Context: an optimization exercise on an open-source flow, tuned for small area. The choices shown serve that exercise and are no tape-out recipe.
Only simulation tests tie the RTL to the original design; equivalence was not proved.

== run A ==
// ssc_tx_chan
module ssc_tx_chan
#(
    parameter logic [15:0] BASE   = 16'h0800,
    parameter int          SIN_AW = 13
) (
    input  logic        clk,
    input  logic        rst,
    input  logic [31:0] addr,
    input  logic [31:0] Wdata,
    input  logic        write,
    input  logic        read,
    output logic [31:0] Rdata,
    input  logic        tick,
    output logic [15:0] DAC,
    output logic        pushDAC,
    output logic        epoch
);
Size in the first run: ~2600 cells after synthesis, about 120 I/O pins, roughly 23000 sq um of cells after synthesis.
Settings: LEC_CHECK=0, ABC_AREA=1, CAP_MARGIN=20, CORE_MARGIN=2, CORE_UTILIZATION=40, GPL_TIMING_DRIVEN=0, SLEW_MARGIN=20, SYNTH_HIERARCHICAL=1; clock period 9.0 ns.
standard.sh (not shown) runs the stock make flow with config.mk's settings and CLKGATE_MAP_FILE= SYNTH_SCRIPT=/design/flow/synth_recipe.tcl, a recipe that flattens the netlist after the stock synthesis.
==> flow/flow/run.sh <==
#!/bin/bash
set -euo pipefail
export REMOVE_ABC_BUFFERS=1
export RECOVER_POWER=100
export BUFFER_PORTS_ARGS="-buffer_cell sky130_fd_sc_hd__buf_1"
export CTS_ARGS="-sink_clustering_enable -repair_clock_nets -dont_use_dummy_load -buf_list {sky130_fd_sc_hd__clkbuf_8} -sink_clustering_size 16 -sink_clustering_max_diameter 60"
bash standard.sh > standard.log 2>&1
Run A -> stages 100% | layout checks FAIL | max-capacitance violations, max-slew violations
#### Input delta (run B over run A)
==> flow/flow/run.sh <==
#!/bin/bash
set -euo pipefail
export REMOVE_ABC_BUFFERS=1
export RECOVER_POWER=100
export BUFFER_PORTS_ARGS="-buffer_cell sky130_fd_sc_hd__buf_1"
export CTS_ARGS="-sink_clustering_enable -repair_clock_nets -dont_use_dummy_load -buf_list {sky130_fd_sc_hd__clkbuf_8} -sink_clustering_size 14 -sink_clustering_max_diameter 60"
bash standard.sh > standard.log 2>&1
==> comparison <==
The instance count on the critical path on run B is in line with that on run A. Setup slack after layout of run B is on par with run A. For worst hold slack, run B and run A come out practically identical. Status run B: flow complete, layout not clean - max-capacitance violations, max-slew violations. Diff run A..run B | number of instances on the worst hold path | unchanged. Via count: run B vs run A up 100. As far as fraction of layout cells with a size suffix above 1 goes, run B and run A are indistinguishable; the numbers are identical. The number of filler instances in the final layout of run A and that of run B are within noise of each other.
What run C does differently from run B at the input level:
diff --git a/flow/flow/run.sh b/flow/flow/run.sh
--- a/flow/flow/run.sh
+++ b/flow/flow/run.sh
@@ -3,3 +3,2 @@
 export REMOVE_ABC_BUFFERS=1
-export RECOVER_POWER=100
 export BUFFER_PORTS_ARGS="-buffer_cell sky130_fd_sc_hd__buf_1"
[summary]
- Run C: fraction of area in non-clock buffers is 0.25 points higher than what run B reported.
- Run C completed; timing, DRC and antenna clean
- Run C vs. run B: design area went up by about 0.5%.
Modified inputs, run D compared to run C
diff --git a/flow/config.mk b/flow/config.mk
--- a/flow/config.mk
+++ b/flow/config.mk
@@ -8,3 +8,3 @@
 export ABC_AREA = 1
-export CAP_MARGIN = 20
+export CAP_MARGIN = 10
 export CORE_MARGIN = 2
@@ -12,3 +12,3 @@
 export GPL_TIMING_DRIVEN = 0
-export SLEW_MARGIN = 20
+export SLEW_MARGIN = 10
 export SYNTH_HIERARCHICAL = 1
- There was hardly any difference in final critical-path share of the clock period between run C and run D.
- Relative area change from synthesis to final layout across run C and run D: no real change.
- Per the comparison of run D with run C, count of nets left with antenna violations after detail routing held steady; height of the die held steady; arrival time at the worst endpoint held steady; clock skew grew by 0.049 ns.

---

Another version of the RTL of ssc_tx_chan (not shown whole).
Size in the first run: roughly 2800 cells after synthesis, about 290 flip-flops.
clock: 9.0 ns
lec_check: 0
abc_area: 1
cap_margin: 20
core_margin: 2
core_utilization: 40
gpl_timing_driven: 0
slew_margin: 20
synth_hierarchical: 1
==> flow/flow/run.sh <==
#!/bin/bash
# The standard layout (standard.sh), changed only in two ways: the port buffers use the
# smallest buffer cell, and clock tree synthesis inserts no dummy loads and uses clkbuf_8
# buffers on clusters of at most 10 sinks.
# Each tool's full output stays in the ORFS logs under orfs/logs; make's output goes to
# standard.log in this folder.
set -euo pipefail
export BUFFER_PORTS_ARGS="-buffer_cell sky130_fd_sc_hd__buf_1"
export CTS_ARGS="-sink_clustering_enable -repair_clock_nets -dont_use_dummy_load -buf_list {sky130_fd_sc_hd__clkbuf_8} -sink_clustering_size 10 -sink_clustering_max_diameter 50"
bash standard.sh > standard.log 2>&1
Rerun with:
==> flow/flow/run.sh (replaced) <==
#!/bin/bash
# The standard layout (standard.sh), changed only in two ways: the port buffers use the
# smallest buffer cell, and clock tree synthesis inserts no dummy loads.
# Each tool's full output stays in the ORFS logs under orfs/logs; make's output goes to
# standard.log in this folder.
set -euo pipefail
export BUFFER_PORTS_ARGS="-buffer_cell sky130_fd_sc_hd__buf_1"
export CTS_ARGS="-sink_clustering_enable -repair_clock_nets -dont_use_dummy_load"
bash standard.sh > standard.log 2>&1
GPL_TIMING_DRIVEN = unset   (was 0)
Effect:
- worst setup slack gets better by 160 ps
- final cell count fell by 2.7%
- synthesized area stays the same
- die area does not change
- worst hold slack is worse by 7.2 ps
- sequential share of layout area is about the same
- cell area barely changes
- non-clock buffer count shrinks by 94
- clock skew is lower by 16 ps
Rerun with:
==> flow/flow/run.sh (replaced) <==
#!/bin/bash
# The standard layout (standard.sh), changed only in two ways: the port buffers use the
# smallest buffer cell, and clock tree synthesis inserts no dummy loads and uses clkbuf_8
# buffers on clusters of at most 10 sinks.
# Each tool's full output stays in the ORFS logs under orfs/logs; make's output goes to
# standard.log in this folder.
set -euo pipefail
export REMOVE_ABC_BUFFERS=1
export BUFFER_PORTS_ARGS="-buffer_cell sky130_fd_sc_hd__buf_1"
export CTS_ARGS="-sink_clustering_enable -repair_clock_nets -dont_use_dummy_load -buf_list {sky130_fd_sc_hd__clkbuf_8} -sink_clustering_size 10 -sink_clustering_max_diameter 50"
bash standard.sh > standard.log 2>&1
GPL_TIMING_DRIVEN = 0   (was unset)
The changed run finished with timing, DRC and antenna clean. Setup slack loses 130 ps. Count of clock-buffer cells in the layout is higher by 6. Wire length is lower by 2.5%. Final cell count is lower by 0.94%. Non-clock buffer count is lower by 40. Design area is lower by 1.6%. Via count stays flat. Critical path depth is higher by 10. Worst hold slack gains 13 ps.
Rerun with:
--- a/flow/flow/run.sh
+++ b/flow/flow/run.sh
@@ -7,3 +7,2 @@
 set -euo pipefail
-export REMOVE_ABC_BUFFERS=1
 export BUFFER_PORTS_ARGS="-buffer_cell sky130_fd_sc_hd__buf_1"
GPL_TIMING_DRIVEN = unset   (was 0)
Effect:
- The new run finished clean
- first-iteration DRC count came out higher by 4.3%
- utilization increases by 0.13 points
- synthesized cell count does not change
- non-clock buffer count came out higher by 40
- global-route usage rose by 0.61 points
- clock skew goes down by 3.8 ps
- setup slack is better by 130 ps
- routed wire length is higher by about 2.4%
- clock-buffer cell count goes down by 2
Rerun with:
--- a/flow/flow/run.sh
+++ b/flow/flow/run.sh
@@ -8,3 +8,3 @@
 export BUFFER_PORTS_ARGS="-buffer_cell sky130_fd_sc_hd__buf_1"
-export CTS_ARGS="-sink_clustering_enable -repair_clock_nets -dont_use_dummy_load -buf_list {sky130_fd_sc_hd__clkbuf_8} -sink_clustering_size 10 -sink_clustering_max_diameter 50"
+export CTS_ARGS="-sink_clustering_enable -repair_clock_nets -dont_use_dummy_load -buf_list {sky130_fd_sc_hd__clkbuf_8} -sink_clustering_size 16 -sink_clustering_max_diameter 60"
 bash standard.sh > standard.log 2>&1
After rerunning:
- The changed run finished with timing, DRC and antenna clean
- non-clock buffer count stays the same
- routed wire length goes down by about 0.9%
- final area goes down by about 0.5%
Rerun with:
==> flow/flow/run.sh (replaced) <==
#!/bin/bash
# The standard layout (standard.sh), changed only in two ways: the port buffers use the
# smallest buffer cell, and clock tree synthesis inserts no dummy loads.
# Each tool's full output stays in the ORFS logs under orfs/logs; make's output goes to
# standard.log in this folder.
set -euo pipefail
export BUFFER_PORTS_ARGS="-buffer_cell sky130_fd_sc_hd__buf_1"
export CTS_ARGS="-sink_clustering_enable -repair_clock_nets -dont_use_dummy_load -buf_list {sky130_fd_sc_hd__clkbuf_8} -sink_clustering_size 10 -sink_clustering_max_diameter 50"
bash standard.sh > standard.log 2>&1
Result: The new run completed without violations. Final area went up by 0.51%. Via count is about the same. Global-route usage went up by 0.28 points. Flip-flop and latch count is unchanged. Area after synthesis does not change. Clock-buffer cell count goes up by 10. Routed wire length goes up by 0.88%. Cell count hardly moves. Worst setup slack degrades by 67 ps.

==> re-timing with driven ports <==
Ports are ideal in the flow. The routed layouts listed here were re-timed in OpenROAD.
Step 1 (the two cells are an assumption about what drives the block):
set clk [get_ports {clk}]
set_driving_cell -lib_cell sky130_fd_sc_hd__clkbuf_16 $clk
set_driving_cell -lib_cell sky130_fd_sc_hd__buf_2 [delete_from_list [all_inputs] $clk]
Step 2 moves the port delays by t, midway between the first and last clock arrival at a register: inputs arrive t later, outputs are due t later. That takes back most of the time a late clock gives input paths.
a / b / c = ideal ports / drivers / drivers and shift; a / b = the first two.
| run | t, ns | setup slack, ns | hold WS [ns] |
|---|---|---|---|
| run A | 0.674 | 0.325 / 0.325 / 0.325 | 0.334 / 0.334 / 0.334 |
| run B | 0.677 | 0.327 / 0.327 / 0.327 | 0.335 / 0.335 / 0.335 |
| run C | 0.672 | 0.322 / 0.322 / 0.322 | 0.334 / 0.334 / 0.334 |
| run D | 0.681 | 0.321 / 0.321 / 0.321 | 0.335 / 0.335 / 0.335 |
| the first run of note 2 | 0.655 | 0.336 / 0.336 / 0.336 | 0.344 / 0.344 / 0.344 |
| the second run of note 2 | 0.603 | 0.500 / 0.500 / 0.500 | 0.337 / 0.337 / 0.337 |
| the third run of note 2 | 0.651 | 0.370 / 0.370 / 0.370 | 0.350 / 0.350 / 0.350 |
| the fourth run of note 2 | 0.639 | 0.501 / 0.501 / 0.501 | 0.324 / 0.324 / 0.324 |
| the fifth run of note 2 | 0.671 | 0.568 / 0.568 / 0.568 | 0.328 / 0.328 / 0.328 |
| the sixth run of note 2 | 0.639 | 0.501 / 0.501 / 0.501 | 0.324 / 0.324 / 0.324 |
